This is an optimization exercise on Yosys and OpenROAD, whose aim is small area, a short achievable clock period and few clock cycles per item, not a production implementation. Function was checked by simulation only, so behaviour that the tests miss may differ from the original.

==> flow/flow/run.sh <==
#!/bin/bash
# The standard layout, with two changes to how it is made (the SDC is unchanged):
# - timing repair aims below the clock period: repair_timing keeps working until every path
#   has SETUP_SLACK_MARGIN ns of slack;
# - the port buffers that the standard flow puts on every input and output are plain buffers
#   rather than the delay cells buffer_ports picks on its own.
set -euo pipefail
bash standard.sh SETUP_SLACK_MARGIN=${MARGIN:-9.6} \
  "BUFFER_PORTS_ARGS=-buffer_cell sky130_fd_sc_hd__buf_1" finish > standard_flow.log 2>&1
==> flow/standard.sh <==
#!/bin/bash
# synth_recipe.tcl (not shown) runs the flow's synth.tcl, then flattens the netlist and writes it again
# the make line also repeats each setting of config.mk as NAME=value (left out here)
make -C /OpenROAD-flow-scripts/flow DESIGN_CONFIG=/design/flow/config.mk WORK_HOME=/design/flow/orfs CLKGATE_MAP_FILE= SYNTH_SCRIPT=/design/flow/synth_recipe.tcl "${@:-finish}"
==> flow/config.mk <==
export PLATFORM = sky130hd
export DESIGN_NAME = sprite_pixel_alpha_blend
export DESIGN_NICKNAME = sprite_pixel_alpha_blend
export VERILOG_FILES = /design/flow/design.v
export SDC_FILE = /design/flow/constraint.sdc
export NUM_CORES = 4
export LEC_CHECK = 0
export CAP_MARGIN = 20
export CORE_MARGIN = 2
export CORE_UTILIZATION = 60
export CTS_BUF_LIST = sky130_fd_sc_hd__clkbuf_8
export SLEW_MARGIN = 20
==> flow/constraint.sdc <==
create_clock -name core_clock -period 17.0 [get_ports {clk}]
set_input_delay 3.4000 -clock core_clock [delete_from_list [all_inputs] [get_ports {clk}]]
set_output_delay 3.4000 -clock core_clock [all_outputs]
set_load 0.01 [all_outputs]
==> flow/design.v <==
package spab_pkg;
  localparam logic [1:0] MODE_8BIT  = 2'd0;
  localparam logic [1:0] MODE_16BIT = 2'd1;
  localparam logic [1:0] MODE_ARGB  = 2'd2;
  localparam logic REG_DEPTH_MODE = 1'b0;
  localparam logic REG_KEY_COLOR  = 1'b1;
  localparam logic [1:0]  DEPTH_MODE_RESET = MODE_ARGB;
  localparam logic [15:0] KEY_COLOR_RESET  = 16'h0000;
  localparam logic [7:0]  MAX8 = 8'd255;
  localparam logic [15:0] RECIP_255 = 16'h8081;
  localparam int NUM_CHAN = 3;
  localparam int DIV_W      = 24;
  localparam int DIV_STEPS  = 6;
  localparam int DIV_STAGES = DIV_W / DIV_STEPS;
  localparam int DIV_FIRST  = 2;
  localparam int DIV_LAST   = DIV_FIRST + DIV_STAGES - 1;
  localparam int Q_STAGE    = DIV_LAST + 1;
  localparam int OUT_STAGE  = Q_STAGE + 1;
  localparam int NUM_STAGES = OUT_STAGE + 1;
endpackage
import spab_pkg::*;
module sprite_pixel_alpha_blend (
  input  logic              clk,
  input  logic              rst,
  input  logic              item_valid,
  output logic              item_ready,
  input  logic [31:0]       src_pixel,
  input  logic [31:0]       dst_pixel,
  output logic              result_valid,
  input  logic              result_ready,
  output logic [31:0]       out_pixel,
  output logic              write_enable,
  input  logic              psel,
  input  logic              penable,
  input  logic              pwrite,
  input  logic [2:0]        paddr,
  input  logic [31:0]       pwdata,
  output logic [31:0]       prdata,
  output logic              pready
);
  localparam int S2_STEPS = 3;
  localparam int S3_STEPS = 3;
  logic [1:0]  depth_mode;
  logic [15:0] key_color;
  assign pready = 1'b1;
  always_ff @(posedge clk) begin
    if (rst) begin
      depth_mode <= DEPTH_MODE_RESET;
      key_color  <= KEY_COLOR_RESET;
    end else if (psel && penable && pwrite) begin
      case (paddr[2])
        REG_DEPTH_MODE: depth_mode <= pwdata[1:0];
        REG_KEY_COLOR:  key_color  <= pwdata[15:0];
        default: ;
      endcase
    end
  end
  always_comb begin
    case (paddr[2])
      REG_DEPTH_MODE: prdata = {30'b0, depth_mode};
      REG_KEY_COLOR:  prdata = {16'b0, key_color};
      default:        prdata = 32'b0;
    endcase
  end
  function automatic logic [15:0] div_steps(input logic [15:0] s, input logic [7:0] oa,
                                            input int n);
    logic [15:0] r;
    logic [8:0]  t;
    logic [9:0]  diff;
    r = s;
    for (int i = 0; i < 8; i++) begin
      if (i < n) begin
        t    = {r[15:8], r[7]};
        diff = {1'b0, t} - {2'b00, oa};
        r    = diff[9] ? {t[7:0], r[6:0], 1'b0} : {diff[7:0], r[6:0], 1'b1};
      end
    end
    div_steps = r;
  endfunction
  function automatic logic [7:0] div255(input logic [15:0] x);
    logic [16:0] y;
    y = 17'(x) + 17'(x[15:8]) + 17'd1;
    div255 = y[15:8];
  endfunction
  function automatic logic [15:0] div255w(input logic [23:0] x);
    logic [24:0] y;
    logic [40:0] z;
    y = 25'(x) + 25'd1;
    z = {y, 16'b0} + {8'b0, y, 8'b0} + {16'b0, y};
    div255w = z[39:24];
  endfunction
  logic v1, v2, v3, v4, vx;
  logic h1, h2, h3, h4, hx;
  logic blk;
  logic go, ofree, take, ring_next;
  logic [32:0] fin4;    
  logic [32:0] xres;
  assign item_ready = !vx && !blk;
  assign take       = item_valid && item_ready;
  assign ofree      = !result_valid || result_ready;
  assign go         = v4 && h4 && ofree;
  assign ring_next  = vx || take || v1 || v2 || v3 || (v4 && !go);
  always_ff @(posedge clk) begin
    if (rst) begin
      v1  <= 1'b0;
      v2  <= 1'b0;
      v3  <= 1'b0;
      v4  <= 1'b0;
      vx  <= 1'b0;
      h1  <= 1'b0;
      h2  <= 1'b0;
      h3  <= 1'b0;
      h4  <= 1'b0;
      hx  <= 1'b0;
      blk <= 1'b0;
    end else begin
      v1  <= vx || take;
      v2  <= v1;
      v3  <= v2;
      v4  <= v3;
      vx  <= v4 && !go;
      h1  <= vx ? (hx || (go && !v3 && !v2 && !v1))
                : (take && !(v1 || v2 || v3 || (v4 && !go)));
      h2  <= h1 || (go && !v3 && !v2 && v1);
      h3  <= h2 || (go && !v3 && v2);
      h4  <= h3 || (go && v3);
      hx  <= h4 && !go;
      blk <= (blk || (v4 && !go)) && ring_next;
    end
  end
  always_ff @(posedge clk) begin
    if (rst) begin
      result_valid <= 1'b0;
    end else if (ofree) begin
      result_valid <= go;
    end
  end
  always_ff @(posedge clk) begin
    if (go) begin
      out_pixel    <= fin4[31:0];
      write_enable <= fin4[32];
    end
  end
  always_ff @(posedge clk) begin
    xres <= fin4;
  end
  logic [7:0]  sa0, da0;
  logic [23:0] sc0, dc0;
  logic [15:0] w0;
  logic        we0, az0;
  logic [31:0] word0;
  always_comb begin
    we0   = 1'b0;
    word0 = dst_pixel;
    sa0   = 8'd0;
    if (vx) begin
      we0   = xres[32];
      word0 = xres[31:0];
    end else begin
      case (depth_mode)
        MODE_8BIT: begin
          if ({8'b0, src_pixel[7:0]} != key_color) begin
            we0   = 1'b1;
            word0 = {24'b0, src_pixel[7:0]};
          end
        end
        MODE_16BIT: begin
          if (src_pixel[15:0] != key_color) begin
            we0   = 1'b1;
            word0 = {16'b0, src_pixel[15:0]};
          end
        end
        MODE_ARGB: begin
          sa0 = src_pixel[31:24];
          we0 = src_pixel[31:24] != 8'd0;
        end
        default: ;
      endcase
    end
    da0 = vx ? xres[31:24] : dst_pixel[31:24];
    az0 = (sa0 == 8'd0) && (word0[31:24] == 8'd0);
    w0  = az0 ? 16'd65025 : 16'(da0 * 8'(~sa0));
    dc0 = word0[23:0];
    sc0 = src_pixel[23:0];
  end
  logic [7:0]  sa1;
  logic [23:0] sc1, dc1;
  logic [15:0] w1;
  logic        we1, az1;
  always_ff @(posedge clk) begin
    sa1 <= sa0;
    sc1 <= sc0;
    dc1 <= dc0;
    w1  <= w0;
    we1 <= we0;
    az1 <= az0;
  end
  logic [7:0]  k1, r1, oa1;
  logic [NUM_CHAN-1:0][15:0] a1, b1;
  always_comb begin
    k1  = div255(w1);
    r1  = w1[7:0] + k1;
    oa1 = sa1 + k1 + {7'd0, r1 != 8'd0};
    for (int c = 0; c < NUM_CHAN; c++) begin
      a1[c] = sa1 * sc1[c*8 +: 8];
      b1[c] = div255w(24'(dc1[c*8 +: 8] * w1));
    end
  end
  logic [7:0]  oa2;
  logic        we2, az2;
  logic [NUM_CHAN-1:0][15:0] a2, b2;
  always_ff @(posedge clk) begin
    oa2 <= oa1;
    we2 <= we1;
    az2 <= az1;
    a2  <= a1;
    b2  <= b1;
  end
  logic [NUM_CHAN-1:0][15:0] a2n, b2n;
  always_comb begin
    for (int c = 0; c < NUM_CHAN; c++) begin
      a2n[c] = div_steps(a2[c], oa2, S2_STEPS);
      b2n[c] = div_steps(b2[c], oa2, S2_STEPS);
    end
  end
  logic [7:0]  oa3;
  logic        we3, az3;
  logic [NUM_CHAN-1:0][15:0] a3, b3;
  always_ff @(posedge clk) begin
    oa3 <= oa2;
    we3 <= we2;
    az3 <= az2;
    a3  <= a2n;
    b3  <= b2n;
  end
  logic [NUM_CHAN-1:0][15:0] a3n, b3n;
  always_comb begin
    for (int c = 0; c < NUM_CHAN; c++) begin
      a3n[c] = div_steps(a3[c], oa3, S3_STEPS);
      b3n[c] = div_steps(b3[c], oa3, S3_STEPS);
    end
  end
  logic [7:0]  oa4;
  logic        we4, az4;
  logic [NUM_CHAN-1:0][15:0] a4, b4;
  always_ff @(posedge clk) begin
    oa4 <= oa3;
    we4 <= we3;
    az4 <= az3;
    a4  <= a3n;
    b4  <= b3n;
  end
  logic [NUM_CHAN-1:0][15:0] a4n, b4n;
  logic [23:0] rgb4;
  always_comb begin
    for (int c = 0; c < NUM_CHAN; c++) begin
      a4n[c] = div_steps(a4[c], oa4, 8 - S2_STEPS - S3_STEPS);
      b4n[c] = div_steps(b4[c], oa4, 8 - S2_STEPS - S3_STEPS);
      rgb4[c*8 +: 8] = a4n[c][7:0] + b4n[c][7:0];
    end
    fin4 = {we4, az4 ? 8'd0 : oa4, rgb4};
  end
endmodule
==> results.txt, run 1 <==
layout cells sized above 1 0.124; iteration count of the initial detailed-routing pass 6; Setup WS pre-CTS 8440 ps; CTS Buf Count 87; Least-Margin Pin Slew 1020 ps; largest area contributor in the netlist ha_1; status timing/DRC/antenna clean; Clk Latency, worst-skew pair 750 ps; DP HPWL 105,000 microns; largest family of logic cells by synthesized area adder cells; critical path type reg -> reg; Routed WL per cell 18.4 microns; DP Area 0.0566 sq mm; die height 306 microns; nets 7,700; # fillers 7,436; adder-cell share of the synthesized area 0.363; Final Hold Viols 0; Clk pin slew, worst setup/hold paths 70 ps; met1 Track Usage GR 0.408; setup TNS 0 ps; clk_skew 58.2 ps; row cnt 110; Syn Std Cell Area 0.0547 sq mm; gr busiest metal met2; crit path time final 7350 ps; Critical Path Source Type flip-flop; met2 Usage GRT 0.476; first-pass GRT wire length 220,000 microns; Post-synth EDFFs 33; Initial DRC Count 2,163; antenna violations before repair 13; portion of netlist area occupied by mux cells 0.0606; Routed WL 139,000 microns; Critical Path Max Stage Delay 550 ps; Seq/Total Area, Yosys 0.185; Yosys cell types 83; Layout area overhead 11.3%; Initial Util 0.607; FF+latch area 0.0102 sq mm; top post-synthesis cells by area ha_1, fa_1, dfxtp_1; clock buffer depth 3; Post-Synth XOR/XNOR Area 0.0532; post-route cell area 0.0609 sq mm; # H-tree levels 3; Avg Cell Area, Syn 9.05 sq um; dpl cells 7,290; synthesis-stage register bit count 488; remaining antenna violation count 0; vias in the first global route 41,800; Async SR Flop Fraction 0; area of the multi-input gates 0.0420 sq mm; CP required 17,650 ps; routability-driven placement congestion ratio 0.918; share of the synthesized area in the top cell type 0.191; crit-path most repeated cell fa_1; Global Route Usage Sum 0.294; most frequent cell after synthesis ha_1; die footprint 0.0936 sq mm; Die W 306 microns; number of I/O pins 174; post-synthesis compound-gate area fraction 0.125; via count 42,100; Warnings, synthesis 1; # setup viols final 0; largest net degree at the start of global routing 69; I/O Buffers 138; GRT Residual Overflow 0; clk sink count 488; Worst slew margin 0.318; drc violations 0; routing usage on met3 0.0506; CP max stage cell fa_1; Synth top cells by count ha_1, inv_1, fa_1, nand2_1, dfxtp_1; Syn Inst Count 6,044; final core occ 0.675; RSZ-0062 raised after global routing true; final non-filler cell total 7,545; area of the core 0.0901 sq mm; Top FF cell, synth dfxtp_1; final worst slack 9650 ps; Post-Synth Simple-Gate Area 0.146; worst hold path type reg -> reg; max_cap viols 0; Slew Viols, Final 0; WP data arrival 8000 ps; period utilization 0.433; Vias/cell 5.58; fmax 136 MHz; crit-path max FO 20; CTS tree yes; crit end category flip-flop; Root Driver clkbuf_8
==> state kept, by name, summed over array words and instances, names as in the netlist, 2 cells and up <==
signal / count
a2: 48
a3: 48
a4: 48
b2: 48
b3: 48
b4: 48
xres: 33
out_pixel: 32
dc1: 24
sc1: 24
key_color: 16
w1: 16
oa2: 8
oa3: 8
oa4: 8
sa1: 8
depth_mode: 2
==> per-layer routing <==
metal	part of all wire	wire length (microns)
met2	0.45	62500
met1	0.46	63600
met4	0.025	3510
met3	0.064	8900
met5	0.000094	13
==> kinds of logic after synthesis <==
| family | Yosys count |
|---|---|
| fa+ha+maj | 1304 |
| simple gates | 1627 |
| mux | 297 |
| flops | 488 |
| buf+inv | 961 |
| other cells | 2 |
| xor+xnor | 330 |
| compound gates | 1035 |
==> stage by stage <==
step / hold WS (ps)
floorplan: 310
global placement: 311
detailed placement: 312
CTS: 283
global route: 303
finish: 295
==> cell type report <==
class | count | share of cell area
clock buffer | 103 | 0.0233
antenna | 6 | 0.000247
timing repair buffer | 285 | 0.0331
sequential | 488 | 0.168
inverter | 818 | 0.0507
tap | 1176 | 0.0242
clock inverter | 59 | 0.0102
multi-input combinational | 4610 | 0.691
==> placed cells by master (no fill, tap or decap), types with 127 or more instances in the layout <==
cell type | synthesis | routed
ha_1 | 833 | 807
nor2_1 | 398 | 390
mux2_2 | 229 | 229
o21ai_0 | 232 | 201
a21o_1 | 127 | 127
buf_1 | 1 | 136
dfxtp_1 | 455 | 422
nand2_1 | 457 | 450
a21oi_1 | 278 | 251
inv_1 | 816 | 822
fa_1 | 471 | 468
xnor2_1 | 241 | 230
and2_1 | 442 | 439
==> worst max-delay path, delay by kind of cell (launching register included) <==
family                     cells  cell delay [ps]
AOI/OAI and AO/OA             12             2140
and+or+nand+nor                6             1280
xor gates and xnor gates       1              170
adders and majority gates      7             3010
DFF                            1              400
buffers and inverters          3              260
==> final timing paths <==
path                            cells past startpoint   start  slack, ps  endpoint
worst min register to register                      0     az2        290       az3
worst max register to register                     29  w1[11]       9650    b2[31]
worst min-delay path                                0     az2        290       az3
worst max-delay path                               29  w1[11]       9650    b2[31]
==> what timing repair did <==
item                                    4_1_cts  5_1_grt
endpoints found under the setup margin      164      150
buffers inserted                             25       56
hold buffers                                  0        0
gates resized for setup                     151      210
pin swaps                                    21       82
cloned                                        1        5
Testbench counts, summed over its fixed seeds: cycles 11,440, items 11,200.
==> run 2: changes to the inputs <==
--- a/flow/config.mk
+++ b/flow/config.mk
@@ -8,5 +8,6 @@
 export CAP_MARGIN = 20
 export CORE_MARGIN = 2
 export CORE_UTILIZATION = 60
-export CTS_BUF_LIST = sky130_fd_sc_hd__clkbuf_8
+export CTS_BUF_LIST = sky130_fd_sc_hd__clkbuf_4 sky130_fd_sc_hd__clkbuf_8
+export CTS_CLUSTER_SIZE = 20
 export SLEW_MARGIN = 20
==> run 2 against run 1 <==
  * Highest routed layer unchanged
  * Synthesized area is the same
  * Via count grew 0.29%
  * Largest cell class unchanged
  * Global-route usage is essentially flat
  * Maximum frequency shrank 0.28%
  * First-iteration DRC count grew 4.9%
==> results.txt, run 2 <==
Post-synth EDFFs 33; largest area contributor in the netlist ha_1; vias in the first global route 41,800; Worst slew margin 0.296; # fillers 7,400; via count 42,200; met3 routed WL 8780 microns; layout cells sized above 1 0.134; die height 306 microns; top sig layer met5; FF+latch area 0.0102 sq mm; worst reg2reg path endpoint b2[15]; reg2reg path depth 30; CTS Buf Count 86; share of the synthesized area in the top cell type 0.191; Avg Cell Area, Syn 9.05 sq um; RR Startpoint w1[4]; clk sink count 488; Clk pin slew, worst setup/hold paths 60 ps; DP Area 0.0566 sq mm; number of I/O pins 174; Critical Path Max Stage Delay 540 ps; area of the core 0.0901 sq mm; CP required 17,610 ps; most frequent cells in the layout inv_1, ha_1, fa_1, nand2_1, and2_1; top post-synthesis cells by area ha_1, fa_1, dfxtp_1; max_cap viols 0; first-pass GRT wire length 220,000 microns; worst hold slack 303 ps; commonest non-fill, non-tap cell in the layout inv_1; Async SR Flop Fraction 0; synthesis-stage register bit count 488; Vias/cell 5.58; Warnings, synthesis 1; crit path time final 7370 ps; row cnt 110; WP data arrival 7980 ps; post-route cell area 0.0612 sq mm; fmax 136 MHz; Syn Std Cell Area 0.0547 sq mm; I/O Buffers 138; clk_skew 41.8 ps; Slew Viols, Final 0; antenna violations before repair 13; CP max stage cell fa_1; worst hold path type reg -> reg; most frequent cell after synthesis ha_1; Top delay family on crit path adder cells; Root Driver clkbuf_8; drc violations 0; routability-driven placement congestion ratio 0.918; crit end category flip-flop; crit-path max FO 6; Least-Margin Pin Slew 1060 ps; Synth top cells by count ha_1, inv_1, fa_1, nand2_1, dfxtp_1; Post-CTS Hold Fix Bufs 0; Layout area overhead 12.0%; Syn Inst Count 6,044; Routed WL per cell 18.4 microns; iteration count of the initial detailed-routing pass 8; Routed WL 139,000 microns; Worst Path Buf+Inv 9; met2 WL 62,400 microns; crit path capture b2[15]; Global Route Usage Sum 0.294; RSZ-0062 raised after global routing true; critical path type reg -> reg; Seq/Total Area, Yosys 0.185; setup TNS 0 ps; # H-tree levels 3; clock buffer depth 3; die footprint 0.0936 sq mm; WL met1 64,200 microns; nets 7,728; remaining antenna violation count 0; Worst Setup SP w1[4]; area of the multi-input gates 0.0422 sq mm; # setup viols final 0; Yosys cell types 83; crit-path most repeated cell fa_1; Top FF cell, synth dfxtp_1; status timing/DRC/antenna clean; Final Hold Viols 0; Clk Latency, worst-skew pair 730 ps; Initial Util 0.607; DP HPWL 105,000 microns; Hold Path Depth 0; CTS tree yes; Initial DRC Count 2,269; Die W 306 microns; cell count along the critical path 30; GRT Residual Overflow 0; period utilization 0.434; largest net degree at the start of global routing 69; final core occ 0.679; r2r setup slk 9630 ps; Critical Path Source Type flip-flop
run 2: cell counts after synthesis:
Identical to the previous run, type by type.
run 2: kinds of logic (layout without fill, tap and decap cells):
| logic type | after synthesis | after routing | synth area share |
|---|---|---|---|
| other | 2 | 21 | 0.000137 |
| xor gates and xnor gates | 330 | 330 | 0.0532 |
| buffers and inverters | 961 | 1290 | 0.0674 |
| and+or+nand+nor | 1627 | 1627 | 0.146 |
| DFF | 488 | 488 | 0.185 |
| adders and majority gates | 1304 | 1304 | 0.363 |
| muxes | 297 | 297 | 0.0606 |
| AOI/OAI and AO/OA | 1035 | 1035 | 0.125 |
run 2: worst register-to-register path: cells and delay by family, from the launching register on:
kind	cells	cell delay, ps
adders and majority gates	7	3100
AOI/OAI and AO/OA	10	2210
buffers and inverters	9	830
xor gates and xnor gates	2	410
DFF	1	380
and+or+nand+nor	2	350
run 2: through the flow:
| step | setup slack, ps | cells |
|---|---|---|
| 3_5_place_dp | 8440 | 7290 |
| 6_report | 9630 | 7568 |
| 4_1_cts | 9560 | 7474 |
| 2_1_floorplan | 9580 | 6059 |
| 5_1_grt | 9330 | 7566 |
| 3_3_place_gp | 8480 | 7290 |
run 2: what timing repair did:
action | CTS | global route
pin swaps | 21 | 96
setup endpoints to repair | 166 | 149
gates resized for setup | 150 | 242
buffers inserted | 25 | 83
cloned | 1 | 7
run 2: how the worst min path moves through the flow:
stage,from,end,slack (ps)
4_1_cts,a2[20],a3[23],310
6_report,a2[20],a3[23],300
2_1_floorplan,a2[16],a3[19],310
3_3_place_gp,a3[18],a4[21],310
3_5_place_dp,a2[4],a3[7],310
5_1_grt,a2[20],a3[23],300
run 2: layout make-up:
cell class / instances / share of cell area
antenna: 4 / 0.000163
multi-input combinational: 4610 / 0.689
sequential: 488 / 0.167
inverter: 818 / 0.0504
timing repair buffer: 314 / 0.0374
tap: 1176 / 0.0240
clock inverter: 40 / 0.00715
clock buffer: 118 / 0.0252
run 2: layer usage:
metal | vias up | global-route usage
li1 | 20600 | -
met1 | 20400 | 0.409
met2 | 1031 | 0.473
met3 | 213 | 0.0495
met4 | 4 | 0.0800
met5 | - | 0
==> run 3: changes to the inputs <==
==> flow/flow/run.sh (replaced) <==
#!/bin/bash
# The standard layout, with timing repair aiming below the clock period: repair_timing keeps
# working until every path has SETUP_SLACK_MARGIN ns of slack. The SDC is unchanged.
set -euo pipefail
bash standard.sh SETUP_SLACK_MARGIN=${MARGIN:-9.6} finish > standard_flow.log 2>&1
--- a/flow/config.mk
+++ b/flow/config.mk
@@ -8,6 +8,4 @@
 export CAP_MARGIN = 20
 export CORE_MARGIN = 2
 export CORE_UTILIZATION = 60
-export CTS_BUF_LIST = sky130_fd_sc_hd__clkbuf_4 sky130_fd_sc_hd__clkbuf_8
-export CTS_CLUSTER_SIZE = 20
 export SLEW_MARGIN = 20
==> run 3 against run 2 <==
  * Still clean
  * Synthesized area unchanged
  * Sequential cell count unchanged
  * Critical path type unchanged
  * Largest cell class unchanged
  * Highest routed layer unchanged
==> results.txt, run 3 <==
status timing/DRC/antenna clean; CTS tree yes; row cnt 110; number of I/O pins 174; worst hold slack 313 ps; Avg Cell Area, Syn 9.05 sq um; RSZ-0062 raised after global routing true; r2r setup slk 9590 ps; crit-path most repeated cell fa_1; Hold Path Depth 0; Worst Setup SP w1[11]; Yosys cell types 83; Routed WL 139,000 microns; Die W 306 microns; Root Driver clkbuf_16; GRT Residual Overflow 0; drc violations 0; top post-synthesis cells by area ha_1, fa_1, dfxtp_1; Post-CTS Hold Fix Bufs 0; first-pass GRT wire length 218,000 microns; reg2reg path depth 29; Initial Util 0.607; die footprint 0.0936 sq mm; iteration count of the initial detailed-routing pass 5; Async SR Flop Fraction 0; Final Hold Viols 0; RR Startpoint w1[11]; most frequent cell after synthesis ha_1; largest area contributor in the netlist ha_1; FF+latch area 0.0102 sq mm; Top delay family on crit path adder cells; area of the multi-input gates 0.0422 sq mm; Initial DRC Count 2,491; crit end category flip-flop; clk sink count 488; clk_skew 30.8 ps; Synth top cells by count ha_1, inv_1, fa_1, nand2_1, dfxtp_1; I/O Buffers 138; Layout area overhead 13.1%; worst hold path type reg -> reg; Least-Margin Pin Slew 1050 ps; Syn Inst Count 6,044; Seq/Total Area, Yosys 0.185; # setup viols final 0; vias in the first global route 41,200; routability-driven placement congestion ratio 0.908; Routed WL per cell 18.5 microns; DP HPWL 106,000 microns; max_cap viols 0; Critical Path Max Stage Delay 520 ps; Worst Path Buf+Inv 6; crit path time final 7410 ps; # H-tree levels 2; WP data arrival 7980 ps; Setup WS pre-CTS 8140 ps; CTS Buf Count 55; clock buffer depth 3; Worst Hold End az2; Syn Std Cell Area 0.0547 sq mm; Warnings, synthesis 1; Clk pin slew, worst setup/hold paths 70 ps; most frequent cells in the layout ha_1, inv_1, fa_1, nand2_1, and2_1; die height 306 microns; largest net degree at the start of global routing 69; # fillers 7,268; share of the synthesized area in the top cell type 0.191; Global Route Usage Sum 0.292; synthesis-stage register bit count 488; remaining antenna violation count 0; area of the core 0.0901 sq mm; antenna violations before repair 13; Worst slew margin 0.299; Slew Viols, Final 0; critical path type reg -> reg; Post-synth EDFFs 33; via count 41,900; layout cells sized above 1 0.124; Clk Latency, worst-skew pair 650 ps; setup TNS 0 ps; commonest non-fill, non-tap cell in the layout ha_1; crit-path max FO 6; period utilization 0.436; nets 7,685; Top FF cell, synth dfxtp_1; CP required 17,570 ps; final worst slack 9590 ps; cell count along the critical path 29; Critical Path Source Type flip-flop; hold_sp az1; Vias/cell 5.59; fmax 135 MHz; worst reg2reg path endpoint b2[47]; CP max stage cell fa_1
-- run 3: cell counts after synthesis --
Identical to the previous run, type by type.
-- run 3: cells by family (layout without fill, tap and decap cells) --
logic type / after synthesis / in the layout / share of synthesized area
AND/OR/NAND/NOR: 1627 / 1627 / 0.146
adder cells (fa/ha/maj): 1304 / 1304 / 0.363
AO/OA/AOI/OAI: 1035 / 1035 / 0.125
buffers and inverters: 961 / 1224 / 0.0674
flip-flops: 488 / 488 / 0.185
XOR/XNOR: 330 / 330 / 0.0532
multiplexers: 297 / 297 / 0.0606
other: 2 / 18 / 0.000137
-- run 3: per-stage QoR --
stage	util	std cells	area, sq um
floorplan	-	6059	54800
global placement	0.637	7285	57400
detailed placement	0.637	7285	57400
CTS	0.666	7419	60000
global route	0.686	7498	61800
finish	0.686	7499	61900
-- run 3: timing repair --
action                                  4_1_cts  5_1_grt
gates cloned                                  1        8
gates resized for setup                     173      260
pin swaps                                    19      108
setup buffers                                29       71
endpoints found under the setup margin      147      150
-- run 3: area by class of cell --
cell class / instances / share of cell area
antenna: 1 / 0.0000405
clock buffer: 71 / 0.0247
clock inverter: 33 / 0.00512
inverter: 818 / 0.0499
multi-input combinational: 4610 / 0.682
sequential: 488 / 0.165
tap: 1176 / 0.0238
timing repair buffer: 302 / 0.0495
-- run 3: per-layer routing --
metal / GRT usage / part of all wire
met3: 0.0508 / 0.066
met2: 0.466 / 0.44
met5: 0 / 0.00030
met4: 0.0860 / 0.032
met1: 0.406 / 0.46
-- run 3: how the worst max path moves through the flow --
stage | endpoint | slack, ps
2_1_floorplan | b2[31] | 9580
3_3_place_gp | b2[31] | 8180
3_5_place_dp | b2[31] | 8140
4_1_cts | b2[30] | 9570
5_1_grt | b2[31] | 9370
6_report | b2[47] | 9590

## re-timing with driven ports
The results above use ideal ports. As a check the final layouts listed here were re-extracted and re-timed, cells and wires unchanged.
Step 1: set_driving_cell puts a clkbuf_16 on clk and a buf_2 on each other input, an assumption about the parent block.
Step 2 adds t to the input delays and takes it off the output delays; t is the mean of the earliest and latest rising clock arrival at the registers after step 1. Input paths then give back, and output paths get back, about the clock's delay inside the block.
Slacks: ideal ports / drivers / drivers and shift; pairs: ideal ports / drivers.
run	shift t [ns]	setup WS [ns]	hold WS [ns]	slew at the worst register clock pin (ns)	worst data-port slew with drivers (ns)
run 1	0.786	9.647 / 9.595 / 9.117	0.295 / 0.295 / 0.295	0.08 / 0.08	0.08
run 2	0.783	9.627 / 9.581 / 9.071	0.303 / 0.303 / 0.303	0.08 / 0.08	0.08
run 3	0.710	9.589 / 9.490 / 9.037	0.313 / 0.313 / 0.313	0.07 / 0.07	0.13
After both steps setup and hold are still met in every run listed. The setup slack of run 2, which loses most, moves by -0.046 ns with the drivers and by -0.556 ns with both steps.
